This design comes from an exercise in tuning for small area, a short achievable clock period and few clock cycles on the open sky130 flow, not from production work.
Where RTL was checked, it was by simulation tests only, not by an equivalence proof against the original.

== run K ==
==> flow/design.v (excerpt) <==
module kmp_substring_search
(
    input  wire                 i_clk,
    input  wire                 i_rst_n,
    input  wire                 i_cfg_we,
    input  wire [1:0]           i_cfg_index,
    input  wire [63:0]          i_cfg_data,
    input  wire                 i_text_valid,
    input  wire [7:0]           i_text_byte,
    input  wire                 i_text_is_final,
    output wire                 o_text_ready,
    output wire                 o_result_valid,
    output wire                 o_result_found,
    output wire [15:0]          o_result_index,
    input  wire                 i_result_ready
);
    logic [63:0] r_pat_lo;
    logic [63:0] r_pat_hi;
    logic        r_lo_ok;      
    logic        r_hi_ok;      
    logic [4:0]  r_nn;         
    logic        r_clear_d;    
    logic        cfg_hit;
    logic [4:0]  cfg_len;
    logic [4:0]  cfg_nn;
    assign cfg_hit = i_cfg_we && (i_cfg_index != 2'd3);
    assign cfg_len = (i_cfg_data[4] && |i_cfg_data[3:0]) ? 5'd16 : i_cfg_data[4:0];
    always_comb begin
        logic lower;
        lower = 1'b0;
        for (int i = 0; i < 5; i++) begin
            cfg_nn[i] = cfg_len[i] ^ lower;
            lower     = lower | cfg_len[i];
        end
    end
    always_ff @(posedge i_clk) begin
        if (i_cfg_we && i_cfg_index == 2'd0) r_pat_lo <= i_cfg_data;
        if (i_cfg_we && i_cfg_index == 2'd1) r_pat_hi <= i_cfg_data;
    end
    always_ff @(posedge i_clk) begin
        if (!i_rst_n) begin
            r_lo_ok   <= 1'b0;
            r_hi_ok   <= 1'b0;
            r_nn      <= '0;
            r_clear_d <= 1'b0;
        end else begin
            r_clear_d <= cfg_hit;
            if (i_cfg_we && i_cfg_index == 2'd0) r_lo_ok <= 1'b1;
            if (i_cfg_we && i_cfg_index == 2'd1) r_hi_ok <= 1'b1;
            if (i_cfg_we && i_cfg_index == 2'd2) r_nn <= cfg_nn;
        end
    end
    logic [15:0] m_last;
    logic [15:0] m_prev;
    logic        n_zero;
    logic        n_le1;
    always_comb begin
        for (int k = 0; k < 16; k++) begin
            m_last[k] = (r_nn == 5'(32 - (k + 1)));
            m_prev[k] = (r_nn == 5'(32 - (k + 2)));
        end
    end
    assign n_zero = (r_nn == 5'd0);
    assign n_le1  = (r_nn == 5'd0) || (r_nn == 5'd31);
  ...
For scale: roughly 700 cells after synthesis, ~200 flip-flops, ~99 I/O pins.
==> module kmp_substring_search, before the edit <==
module kmp_substring_search
(
    input  wire                 i_clk,
    input  wire                 i_rst_n,
    input  wire                 i_cfg_we,
    input  wire [1:0]           i_cfg_index,
    input  wire [63:0]          i_cfg_data,
    input  wire                 i_text_valid,
    input  wire [7:0]           i_text_byte,
    input  wire                 i_text_is_final,
    output wire                 o_text_ready,
    output wire                 o_result_valid,
    output wire                 o_result_found,
    output wire [15:0]          o_result_index,
    input  wire                 i_result_ready
);
    logic [63:0] r_pat_lo;
    logic [63:0] r_pat_hi;
    logic        r_lo_ok;      
    logic        r_hi_ok;      
    logic [4:0]  r_nn;         
    logic        r_clear_d;    
    logic        cfg_hit;
    logic [4:0]  cfg_len;
    logic [4:0]  cfg_nn;
    assign cfg_hit = i_cfg_we && (i_cfg_index != 2'd3);
    assign cfg_len = (i_cfg_data[4] && |i_cfg_data[3:0]) ? 5'd16 : i_cfg_data[4:0];
    always_comb begin
        logic lower;
        lower = 1'b0;
        for (int i = 0; i < 5; i++) begin
            cfg_nn[i] = cfg_len[i] ^ lower;
            lower     = lower | cfg_len[i];
        end
    end
    always_ff @(posedge i_clk) begin
        if (i_cfg_we && i_cfg_index == 2'd0) r_pat_lo <= i_cfg_data;
        if (i_cfg_we && i_cfg_index == 2'd1) r_pat_hi <= i_cfg_data;
    end
    always_ff @(posedge i_clk) begin
        if (!i_rst_n) begin
            r_lo_ok   <= 1'b0;
            r_hi_ok   <= 1'b0;
            r_nn      <= '0;
            r_clear_d <= 1'b0;
        end else begin
            r_clear_d <= cfg_hit;
            if (i_cfg_we && i_cfg_index == 2'd0) r_lo_ok <= 1'b1;
            if (i_cfg_we && i_cfg_index == 2'd1) r_hi_ok <= 1'b1;
            if (i_cfg_we && i_cfg_index == 2'd2) r_nn <= cfg_nn;
        end
    end
    logic [15:0] m_last;
    logic [15:0] m_prev;
    logic        n_zero;
    logic        n_le1;
    always_comb begin
        for (int k = 0; k < 16; k++) begin
            m_last[k] = (r_nn == 5'(32 - (k + 1)));
            m_prev[k] = (r_nn == 5'(32 - (k + 2)));
        end
    end
    assign n_zero = (r_nn == 5'd0);
    assign n_le1  = (r_nn == 5'd0) || (r_nn == 5'd31);
    logic [15:0] q_start;
    logic        q_at_sat;
    always_comb begin
        logic lower;
        lower = 1'b1;
        for (int i = 0; i < 5; i++) begin
            q_start[i] = !n_zero && (r_nn[i] ^ lower);
            lower      = lower & r_nn[i];
        end
    end
    assign q_start[15:5] = {11{!n_le1}};
    logic        r_rdy;
    logic        r_frz;
    logic        r_v1, r_f1;
    logic [7:0]  r_b1;
    logic [15:0] r_d;
    logic        r_v2, r_f2, r_h2;
    logic        r_ans;
    logic [15:0] r_q;
    logic        r_out_valid;
    logic        r_out_found;
    logic [15:0] r_out_index;
    logic [15:0] eq;
    logic        zb;
    logic [15:0] dn;
    logic        hit1;
    assign zb = (r_b1 == 8'd0);
    always_comb begin
        for (int k = 0; k < 8; k++) begin
            eq[k]     = r_lo_ok ? (r_b1 == r_pat_lo[8*k +: 8]) : zb;
            eq[k + 8] = r_hi_ok ? (r_b1 == r_pat_hi[8*k +: 8]) : zb;
        end
    end
    assign dn   = {r_d[14:0], 1'b1} & eq;
    assign hit1 = n_zero || |(dn & m_last);
    logic decide2;
    logic issue;
    logic ans_n;
    assign decide2 = r_v2 && !r_ans && (r_h2 || r_f2);
    assign issue   = !r_frz && decide2;
    assign ans_n   = (!r_frz && r_v2) ? (!r_f2 && (r_ans || r_h2)) : r_ans;
    logic cm1;
    logic maybe_n;
    logic out_valid_n;
    assign cm1         = n_le1 || |(r_d & m_prev);
    assign maybe_n     = r_frz ? decide2 : (r_v1 && !ans_n && (r_f1 || cm1));
    assign out_valid_n = issue || (r_out_valid && !i_result_ready);
    logic [15:0] q_inc;
    logic [15:0] q_carry;
    assign q_at_sat = (&r_q[15:5]) && (r_q[4:0] == r_nn);
    assign q_carry[0] = !q_at_sat;
    for (genvar i = 1; i < 16; i++) begin : g_carry
        assign q_carry[i] = !q_at_sat && (&r_q[i-1:0]);
    end
    assign q_inc = r_q ^ q_carry;
    always_ff @(posedge i_clk) begin
        if (!i_rst_n) begin
            r_rdy       <= 1'b0;
            r_frz       <= 1'b0;
            r_v1        <= 1'b0;
            r_v2        <= 1'b0;
            r_d         <= '0;
            r_ans       <= 1'b0;
            r_out_valid <= 1'b0;
        end else if (cfg_hit) begin
            r_rdy       <= 1'b1;
            r_frz       <= 1'b0;
            r_v1        <= 1'b0;
            r_v2        <= 1'b0;
            r_d         <= '0;
            r_ans       <= 1'b0;
            r_out_valid <= out_valid_n;
        end else begin
            r_frz       <= out_valid_n && maybe_n;
            r_rdy       <= !(out_valid_n && maybe_n);
            r_out_valid <= out_valid_n;
            if (!r_frz) begin
                r_v1 <= i_text_valid && r_rdy;
                r_v2 <= r_v1;
                if (r_v1) r_d <= r_f1 ? 16'd0 : dn;
            end
            r_ans <= ans_n;
        end
    end
    always_ff @(posedge i_clk) begin
        if (!i_rst_n) begin
            r_q <= '0;
        end else if (r_clear_d) begin
            r_q <= q_start;
        end else if (!r_frz && r_v2) begin
            r_q <= r_f2 ? q_start : q_inc;
        end
    end
    always_ff @(posedge i_clk) begin
        if (!r_frz) begin
            r_b1 <= i_text_byte;
            r_f1 <= i_text_is_final;
            r_h2 <= hit1;
            r_f2 <= r_f1;
        end
        if (issue) begin
            r_out_found <= r_h2;
            r_out_index <= r_h2 ? r_q : 16'd0;
        end
    end
    assign o_text_ready   = r_rdy;
    assign o_result_valid = r_out_valid;
    assign o_result_found = r_out_found;
    assign o_result_index = r_out_index;
endmodule
==> flow/config.mk <==
export PLATFORM = sky130hd
export DESIGN_NAME = kmp_substring_search
export DESIGN_NICKNAME = kmp_substring_search
export VERILOG_FILES = /design/flow/design.v
export SDC_FILE = /design/flow/constraint.sdc
export NUM_CORES = 4
export LEC_CHECK = 0
export CAP_MARGIN = 20
export CORE_MARGIN = 2
export CORE_UTILIZATION = 40
export PLACE_DENSITY = 0.6
export SETUP_SLACK_MARGIN = 3.45
export SLEW_MARGIN = 20
==> flow/constraint.sdc <==
create_clock -name core_clock -period 5.5 [get_ports {i_clk}]
set_input_delay 1.1000 -clock core_clock [delete_from_list [all_inputs] [get_ports {i_clk}]]
set_output_delay 1.1000 -clock core_clock [all_outputs]
set_load 0.01 [all_outputs]
standard.sh (not shown) runs the stock make flow with config.mk's settings and CLKGATE_MAP_FILE= SYNTH_SCRIPT=/design/flow/synth_recipe.tcl, a recipe that flattens the netlist after the stock synthesis.
==> flow/flow/run.sh <==
#!/bin/bash
set -euo pipefail
bash standard.sh \
  "BUFFER_PORTS_ARGS=-buffer_cell sky130_fd_sc_hd__buf_1" \
  "CTS_ARGS=-sink_clustering_enable -repair_clock_nets -dont_use_dummy_load -root_buf sky130_fd_sc_hd__clkbuf_16 -buf_list sky130_fd_sc_hd__clkbuf_16 -sink_clustering_size 15 -sink_clustering_max_diameter 80" \
  finish > standard_flow.log 2>&1
Run K closes out successfully: all stages finished, all timing, DRC and antenna checks passed.
Testbench counts of run K, summed over its fixed seeds: cycles 19,925.
## Diff of input files: run G against run K
--- a/flow/design.v
+++ b/flow/design.v
@@ -49,4 +49,5 @@
     logic [4:0]  r_nn;         
     logic        r_clear_d;    
+    logic        r_clear_dd;   
     logic        cfg_hit;
     logic [4:0]  cfg_len;
@@ -72,6 +73,8 @@
             r_nn      <= '0;
             r_clear_d <= 1'b0;
+            r_clear_dd <= 1'b0;
         end else begin
             r_clear_d <= cfg_hit;
+            r_clear_dd <= r_clear_d;
             if (i_cfg_we && i_cfg_index == 2'd0) r_lo_ok <= 1'b1;
             if (i_cfg_we && i_cfg_index == 2'd1) r_hi_ok <= 1'b1;
@@ -80,5 +83,4 @@
     end
     logic [15:0] m_last;
-    logic [15:0] m_prev;
     logic        n_zero;
     logic        n_le1;
@@ -86,9 +88,10 @@
         for (int k = 0; k < 16; k++) begin
             m_last[k] = (r_nn == 5'(32 - (k + 1)));
-            m_prev[k] = (r_nn == 5'(32 - (k + 2)));
         end
     end
     assign n_zero = (r_nn == 5'd0);
     assign n_le1  = (r_nn == 5'd0) || (r_nn == 5'd31);
+    logic [15:0] q_start_c;
+    logic [5:0]  r_qs;         
     logic [15:0] q_start;
     logic        q_at_sat;
@@ -97,9 +100,13 @@
         lower = 1'b1;
         for (int i = 0; i < 5; i++) begin
-            q_start[i] = !n_zero && (r_nn[i] ^ lower);
+            q_start_c[i] = !n_zero && (r_nn[i] ^ lower);
             lower      = lower & r_nn[i];
         end
     end
-    assign q_start[15:5] = {11{!n_le1}};
+    assign q_start_c[15:5] = {11{!n_le1}};
+    always_ff @(posedge i_clk) begin
+        r_qs <= q_start_c[5:0];
+    end
+    assign q_start = {{10{r_qs[5]}}, r_qs};
     logic        r_rdy;
     logic        r_frz;
@@ -109,13 +116,11 @@
     logic        r_v2, r_f2, r_h2;
     logic        r_ans;
-    logic [15:0] r_q;
+    logic [15:0] r_q;          
     logic        r_out_valid;
     logic        r_out_found;
-    logic [15:0] r_out_index;
     logic [15:0] eq;
     logic        zb;
     logic [15:0] dn;
     logic        hit1;
-    assign zb = (r_b1 == 8'd0);
     always_comb begin
         for (int k = 0; k < 8; k++) begin
@@ -124,6 +129,7 @@
         end
     end
-    assign dn   = {r_d[14:0], 1'b1} & eq;
-    assign hit1 = n_zero || |(dn & m_last);
+    assign zb   = (r_b1 == 8'd0);
+    assign dn   = {r_d[14:0], 1'b1} & {16{!r_frz}} & eq;
+    assign hit1 = (!r_frz && n_zero) || |(dn & m_last);
     logic decide2;
     logic issue;
@@ -132,9 +138,11 @@
     assign issue   = !r_frz && decide2;
     assign ans_n   = (!r_frz && r_v2) ? (!r_f2 && (r_ans || r_h2)) : r_ans;
+    logic proc2;
     logic cm1;
     logic maybe_n;
     logic out_valid_n;
-    assign cm1         = n_le1 || |(r_d & m_prev);
-    assign maybe_n     = r_frz ? decide2 : (r_v1 && !ans_n && (r_f1 || cm1));
+    assign proc2       = !r_frz && r_v2;
+    assign maybe_n     = r_frz ? (r_v2 && !(r_ans && !r_f2))
+                               : (r_v1 && !(ans_n && !r_f1));
     assign out_valid_n = issue || (r_out_valid && !i_result_ready);
     logic [15:0] q_inc;
@@ -178,8 +186,13 @@
         if (!i_rst_n) begin
             r_q <= '0;
-        end else if (r_clear_d) begin
+        end else if (r_clear_dd) begin
             r_q <= q_start;
-        end else if (!r_frz && r_v2) begin
-            r_q <= r_f2 ? q_start : q_inc;
+        end else if (issue) begin
+            if (!r_h2) r_q <= '0;
+        end else if (r_out_valid) begin
+            if (i_result_ready) r_q <= q_start;
+        end else if (proc2) begin
+            if (r_f2)        r_q <= q_start;
+            else if (!r_ans) r_q <= q_inc;
         end
     end
@@ -188,16 +201,15 @@
             r_b1 <= i_text_byte;
             r_f1 <= i_text_is_final;
-            r_h2 <= hit1;
             r_f2 <= r_f1;
         end
-        if (issue) begin
-            r_out_found <= r_h2;
-            r_out_index <= r_h2 ? r_q : 16'd0;
-        end
+    end
+    always_ff @(posedge i_clk) begin
+        r_h2        <= (r_frz && r_h2) || hit1;
+        r_out_found <= (issue && r_h2) || (!issue && r_out_found);
     end
     assign o_text_ready   = r_rdy;
     assign o_result_valid = r_out_valid;
     assign o_result_found = r_out_found;
-    assign o_result_index = r_out_index;
+    assign o_result_index = r_q;
 endmodule
 `default_nettype wire
Results
Run G has global-route met1 utilization above what run K had.
Run G finished every stage and its layout cleared the timing, design-rule and antenna checks.
Compared with run K, run G ends up with a smaller final cell area.
On maximum clock frequency, run G and run K are basically level.
Number of buffers created by CTS: run G vs run K, no meaningful difference
Sort run G and run K by sequential share of layout area desc -> top: run K
Function not checked in run G: the RTL went through the layout flow alone.

========
== red ==
kmp_substring_search with an RTL version that a note above also has.
Size in the first run: ~660 cells after synthesis, about 190 flip-flops, roughly 99 I/O pins, roughly 8500 um^2 of cells after synthesis.
==> module kmp_substring_search, before the edit <==
module kmp_substring_search
(
    input  wire                 i_clk,
    input  wire                 i_rst_n,
    input  wire                 i_cfg_we,
    input  wire [1:0]           i_cfg_index,
    input  wire [63:0]          i_cfg_data,
    input  wire                 i_text_valid,
    input  wire [7:0]           i_text_byte,
    input  wire                 i_text_is_final,
    output wire                 o_text_ready,
    output wire                 o_result_valid,
    output wire                 o_result_found,
    output wire [15:0]          o_result_index,
    input  wire                 i_result_ready
);
    logic [63:0] r_pat_lo;
    logic [63:0] r_pat_hi;
    logic        r_lo_ok;      
    logic        r_hi_ok;      
    logic [4:0]  r_nn;         
    logic        r_clear_d;    
    logic        r_clear_dd;   
    logic        cfg_hit;
    logic [4:0]  cfg_len;
    logic [4:0]  cfg_nn;
    assign cfg_hit = i_cfg_we && (i_cfg_index != 2'd3);
    assign cfg_len = (i_cfg_data[4] && |i_cfg_data[3:0]) ? 5'd16 : i_cfg_data[4:0];
    always_comb begin
        logic lower;
        lower = 1'b0;
        for (int i = 0; i < 5; i++) begin
            cfg_nn[i] = cfg_len[i] ^ lower;
            lower     = lower | cfg_len[i];
        end
    end
    always_ff @(posedge i_clk) begin
        if (i_cfg_we && i_cfg_index == 2'd0) r_pat_lo <= i_cfg_data;
        if (i_cfg_we && i_cfg_index == 2'd1) r_pat_hi <= i_cfg_data;
    end
    always_ff @(posedge i_clk) begin
        if (!i_rst_n) begin
            r_lo_ok   <= 1'b0;
            r_hi_ok   <= 1'b0;
            r_nn      <= '0;
            r_clear_d <= 1'b0;
            r_clear_dd <= 1'b0;
        end else begin
            r_clear_d <= cfg_hit;
            r_clear_dd <= r_clear_d;
            if (i_cfg_we && i_cfg_index == 2'd0) r_lo_ok <= 1'b1;
            if (i_cfg_we && i_cfg_index == 2'd1) r_hi_ok <= 1'b1;
            if (i_cfg_we && i_cfg_index == 2'd2) r_nn <= cfg_nn;
        end
    end
    logic [15:0] m_last;
    logic        n_zero;
    logic        n_le1;
    always_comb begin
        for (int k = 0; k < 16; k++) begin
            m_last[k] = (r_nn == 5'(32 - (k + 1)));
        end
    end
    assign n_zero = (r_nn == 5'd0);
    assign n_le1  = (r_nn == 5'd0) || (r_nn == 5'd31);
    logic [15:0] q_start_c;
    logic [5:0]  r_qs;         
    logic [15:0] q_start;
    logic        q_at_sat;
    always_comb begin
        logic lower;
        lower = 1'b1;
        for (int i = 0; i < 5; i++) begin
            q_start_c[i] = !n_zero && (r_nn[i] ^ lower);
            lower      = lower & r_nn[i];
        end
    end
    assign q_start_c[15:5] = {11{!n_le1}};
    always_ff @(posedge i_clk) begin
        r_qs <= q_start_c[5:0];
    end
    assign q_start = {{10{r_qs[5]}}, r_qs};
    logic        r_rdy;
    logic        r_frz;
    logic        r_v1, r_f1;
    logic [7:0]  r_b1;
    logic [15:0] r_d;
    logic        r_v2, r_f2, r_h2;
    logic        r_ans;
    logic [15:0] r_q;          
    logic        r_out_valid;
    logic        r_out_found;
    logic [15:0] eq;
    logic        zb;
    logic [15:0] dn;
    logic        hit1;
    always_comb begin
        for (int k = 0; k < 8; k++) begin
            eq[k]     = r_lo_ok ? (r_b1 == r_pat_lo[8*k +: 8]) : zb;
            eq[k + 8] = r_hi_ok ? (r_b1 == r_pat_hi[8*k +: 8]) : zb;
        end
    end
    assign zb   = (r_b1 == 8'd0);
    assign dn   = {r_d[14:0], 1'b1} & {16{!r_frz}} & eq;
    assign hit1 = (!r_frz && n_zero) || |(dn & m_last);
    logic decide2;
    logic issue;
    logic ans_n;
    assign decide2 = r_v2 && !r_ans && (r_h2 || r_f2);
    assign issue   = !r_frz && decide2;
    assign ans_n   = (!r_frz && r_v2) ? (!r_f2 && (r_ans || r_h2)) : r_ans;
    logic proc2;
    logic cm1;
    logic maybe_n;
    logic out_valid_n;
    assign proc2       = !r_frz && r_v2;
    assign maybe_n     = r_frz ? (r_v2 && !(r_ans && !r_f2))
                               : (r_v1 && !(ans_n && !r_f1));
    assign out_valid_n = issue || (r_out_valid && !i_result_ready);
    logic [15:0] q_inc;
    logic [15:0] q_carry;
    assign q_at_sat = (&r_q[15:5]) && (r_q[4:0] == r_nn);
    assign q_carry[0] = !q_at_sat;
    for (genvar i = 1; i < 16; i++) begin : g_carry
        assign q_carry[i] = !q_at_sat && (&r_q[i-1:0]);
    end
    assign q_inc = r_q ^ q_carry;
    always_ff @(posedge i_clk) begin
        if (!i_rst_n) begin
            r_rdy       <= 1'b0;
            r_frz       <= 1'b0;
            r_v1        <= 1'b0;
            r_v2        <= 1'b0;
            r_d         <= '0;
            r_ans       <= 1'b0;
            r_out_valid <= 1'b0;
        end else if (cfg_hit) begin
            r_rdy       <= 1'b1;
            r_frz       <= 1'b0;
            r_v1        <= 1'b0;
            r_v2        <= 1'b0;
            r_d         <= '0;
            r_ans       <= 1'b0;
            r_out_valid <= out_valid_n;
        end else begin
            r_frz       <= out_valid_n && maybe_n;
            r_rdy       <= !(out_valid_n && maybe_n);
            r_out_valid <= out_valid_n;
            if (!r_frz) begin
                r_v1 <= i_text_valid && r_rdy;
                r_v2 <= r_v1;
                if (r_v1) r_d <= r_f1 ? 16'd0 : dn;
            end
            r_ans <= ans_n;
        end
    end
    always_ff @(posedge i_clk) begin
        if (!i_rst_n) begin
            r_q <= '0;
        end else if (r_clear_dd) begin
            r_q <= q_start;
        end else if (issue) begin
            if (!r_h2) r_q <= '0;
        end else if (r_out_valid) begin
            if (i_result_ready) r_q <= q_start;
        end else if (proc2) begin
            if (r_f2)        r_q <= q_start;
            else if (!r_ans) r_q <= q_inc;
        end
    end
    always_ff @(posedge i_clk) begin
        if (!r_frz) begin
            r_b1 <= i_text_byte;
            r_f1 <= i_text_is_final;
            r_f2 <= r_f1;
        end
    end
    always_ff @(posedge i_clk) begin
        r_h2        <= (r_frz && r_h2) || hit1;
        r_out_found <= (issue && r_h2) || (!issue && r_out_found);
    end
    assign o_text_ready   = r_rdy;
    assign o_result_valid = r_out_valid;
    assign o_result_found = r_out_found;
    assign o_result_index = r_q;
endmodule
==> flow/config.mk <==
export PLATFORM = sky130hd
export DESIGN_NAME = kmp_substring_search
export DESIGN_NICKNAME = kmp_substring_search
export VERILOG_FILES = /design/flow/design.v
export SDC_FILE = /design/flow/constraint.sdc
export NUM_CORES = 4
export LEC_CHECK = 0
export CAP_MARGIN = 20
export CORE_MARGIN = 2
export CORE_UTILIZATION = 40
export PLACE_DENSITY = 0.6
export SETUP_SLACK_MARGIN = 3.45
export SLEW_MARGIN = 20
==> flow/constraint.sdc <==
create_clock -name core_clock -period 5.5 [get_ports {i_clk}]
set_input_delay 1.1000 -clock core_clock [delete_from_list [all_inputs] [get_ports {i_clk}]]
set_output_delay 1.1000 -clock core_clock [all_outputs]
set_load 0.01 [all_outputs]
==> flow/flow/run.sh <==
#!/bin/bash
set -euo pipefail
bash standard.sh \
  "BUFFER_PORTS_ARGS=-buffer_cell sky130_fd_sc_hd__buf_1" \
  "CTS_ARGS=-sink_clustering_enable -repair_clock_nets -dont_use_dummy_load -root_buf sky130_fd_sc_hd__clkbuf_16 -buf_list sky130_fd_sc_hd__clkbuf_8 -sink_clustering_size 15 -sink_clustering_max_diameter 80" \
  finish > standard_flow.log 2>&1
red: done, clean on timing, DRC and antenna
Changes in blue relative to red:
diff --git a/flow/design.v b/flow/design.v
--- a/flow/design.v
+++ b/flow/design.v
@@ -47,9 +47,8 @@
     logic        r_lo_ok;      
     logic        r_hi_ok;      
     logic [4:0]  r_nn;         
     logic        r_clear_d;    
-    logic        r_clear_dd;   
     logic        cfg_hit;
     logic [4:0]  cfg_len;
     logic [4:0]  cfg_nn;
     assign cfg_hit = i_cfg_we && (i_cfg_index != 2'd3);
@@ -71,12 +70,10 @@
             r_lo_ok   <= 1'b0;
             r_hi_ok   <= 1'b0;
             r_nn      <= '0;
             r_clear_d <= 1'b0;
-            r_clear_dd <= 1'b0;
         end else begin
             r_clear_d <= cfg_hit;
-            r_clear_dd <= r_clear_d;
             if (i_cfg_we && i_cfg_index == 2'd0) r_lo_ok <= 1'b1;
             if (i_cfg_we && i_cfg_index == 2'd1) r_hi_ok <= 1'b1;
             if (i_cfg_we && i_cfg_index == 2'd2) r_nn <= cfg_nn;
         end
@@ -90,61 +87,54 @@
         end
     end
     assign n_zero = (r_nn == 5'd0);
     assign n_le1  = (r_nn == 5'd0) || (r_nn == 5'd31);
-    logic [15:0] q_start_c;
-    logic [5:0]  r_qs;         
     logic [15:0] q_start;
     logic        q_at_sat;
     always_comb begin
         logic lower;
         lower = 1'b1;
         for (int i = 0; i < 5; i++) begin
-            q_start_c[i] = !n_zero && (r_nn[i] ^ lower);
+            q_start[i] = !n_zero && (r_nn[i] ^ lower);
             lower      = lower & r_nn[i];
         end
     end
-    assign q_start_c[15:5] = {11{!n_le1}};
-    always_ff @(posedge i_clk) begin
-        r_qs <= q_start_c[5:0];
-    end
-    assign q_start = {{10{r_qs[5]}}, r_qs};
+    assign q_start[15:5] = {11{!n_le1}};
     logic        r_rdy;
     logic        r_frz;
     logic        r_v1, r_f1;
     logic [7:0]  r_b1;
     logic [15:0] r_d;
     logic        r_v2, r_f2, r_h2;
     logic        r_ans;
-    logic [15:0] r_q;          
+    logic [15:0] r_q;
     logic        r_out_valid;
     logic        r_out_found;
+    logic [15:0] r_out_index;
     logic [15:0] eq;
     logic        zb;
     logic [15:0] dn;
     logic        hit1;
+    assign zb = (r_b1 == 8'd0);
     always_comb begin
         for (int k = 0; k < 8; k++) begin
             eq[k]     = r_lo_ok ? (r_b1 == r_pat_lo[8*k +: 8]) : zb;
             eq[k + 8] = r_hi_ok ? (r_b1 == r_pat_hi[8*k +: 8]) : zb;
         end
     end
-    assign zb   = (r_b1 == 8'd0);
     assign dn   = {r_d[14:0], 1'b1} & {16{!r_frz}} & eq;
     assign hit1 = (!r_frz && n_zero) || |(dn & m_last);
     logic decide2;
     logic issue;
     logic ans_n;
     assign decide2 = r_v2 && !r_ans && (r_h2 || r_f2);
     assign issue   = !r_frz && decide2;
     assign ans_n   = (!r_frz && r_v2) ? (!r_f2 && (r_ans || r_h2)) : r_ans;
-    logic proc2;
     logic cm1;
     logic maybe_n;
     logic out_valid_n;
-    assign proc2       = !r_frz && r_v2;
-    assign maybe_n     = r_frz ? (r_v2 && !(r_ans && !r_f2))
-                               : (r_v1 && !(ans_n && !r_f1));
+    assign cm1         = n_le1 || |r_d;
+    assign maybe_n     = r_frz ? decide2 : (r_v1 && !ans_n && (r_f1 || cm1));
     assign out_valid_n = issue || (r_out_valid && !i_result_ready);
     logic [15:0] q_inc;
     logic [15:0] q_carry;
     assign q_at_sat = (&r_q[15:5]) && (r_q[4:0] == r_nn);
@@ -184,17 +174,12 @@
     end
     always_ff @(posedge i_clk) begin
         if (!i_rst_n) begin
             r_q <= '0;
-        end else if (r_clear_dd) begin
+        end else if (r_clear_d) begin
             r_q <= q_start;
-        end else if (issue) begin
-            if (!r_h2) r_q <= '0;
-        end else if (r_out_valid) begin
-            if (i_result_ready) r_q <= q_start;
-        end else if (proc2) begin
-            if (r_f2)        r_q <= q_start;
-            else if (!r_ans) r_q <= q_inc;
+        end else if (!r_frz && r_v2) begin
+            r_q <= r_f2 ? q_start : q_inc;
         end
     end
     always_ff @(posedge i_clk) begin
         if (!r_frz) begin
@@ -205,11 +190,12 @@
     end
     always_ff @(posedge i_clk) begin
         r_h2        <= (r_frz && r_h2) || hit1;
         r_out_found <= (issue && r_h2) || (!issue && r_out_found);
+        r_out_index <= ({16{issue && r_h2}} & r_q) | ({16{!issue}} & r_out_index);
     end
     assign o_text_ready   = r_rdy;
     assign o_result_valid = r_out_valid;
     assign o_result_found = r_out_found;
-    assign o_result_index = r_q;
+    assign o_result_index = r_out_index;
 endmodule
 `default_nettype wire
Notes after the runs:
Going from red to blue, design area grows by 2.7%.
met3 global-route usage sits lower in blue than in red.
Diff red -> blue: max-cap check violation count ~0 delta, overall routing resource usage -1.0 points.
Delta (blue minus red): placer congestion estimate decreased by about 5.6% relative to the old numbers, routed via count went up 281, sink count of the clock tree now larger, post-cts resize count rose by 1.7%, sequential portion of the cell area now larger.
Taking blue over red, the number of instances in the placed design ratio works out to 1.06.
Comparing red and blue, the lower cell count was measured on red.
Function was not checked in any run of this note: the RTL went through the layout flow alone.

[port drivers added, routing unchanged]
The flow's constraints put no driver on any port. The routed layouts listed below were extracted and timed again, unchanged, in two steps. Step 1 (the two cells are an assumption about what drives the block):
set clk [get_ports {i_clk}]
set_driving_cell -lib_cell sky130_fd_sc_hd__clkbuf_16 $clk
set_driving_cell -lib_cell sky130_fd_sc_hd__buf_2 [delete_from_list [all_inputs] $clk]
Step 2 also shifts input and output timing later by t, the mid clock arrival at the registers, as if the neighbouring blocks saw the same clock. Three values: ideal, step 1, step 2; two values: the first two.
| run | shift t [ns] | slack for setup (ns) | worst slew at a driven data input, ns | pins driven straight from the clock port |
|---|---|---|---|---|
| run K | 0.511 | 3.433 / 3.388 / 3.046 | 0.04 | 1 |
| run G | 0.457 | 3.432 / 3.427 / 2.970 | 0.06 | 1 |
| red | 0.420 | 3.374 / 3.375 / 2.955 | 0.06 | 1 |
| blue | 0.491 | 3.377 / 3.377 / 2.981 | 0.05 | 1 |
After both steps setup and hold are still met in every run listed. The setup slack of run G, which loses most, moves by -0.005 ns with the drivers and by -0.462 ns with both steps.
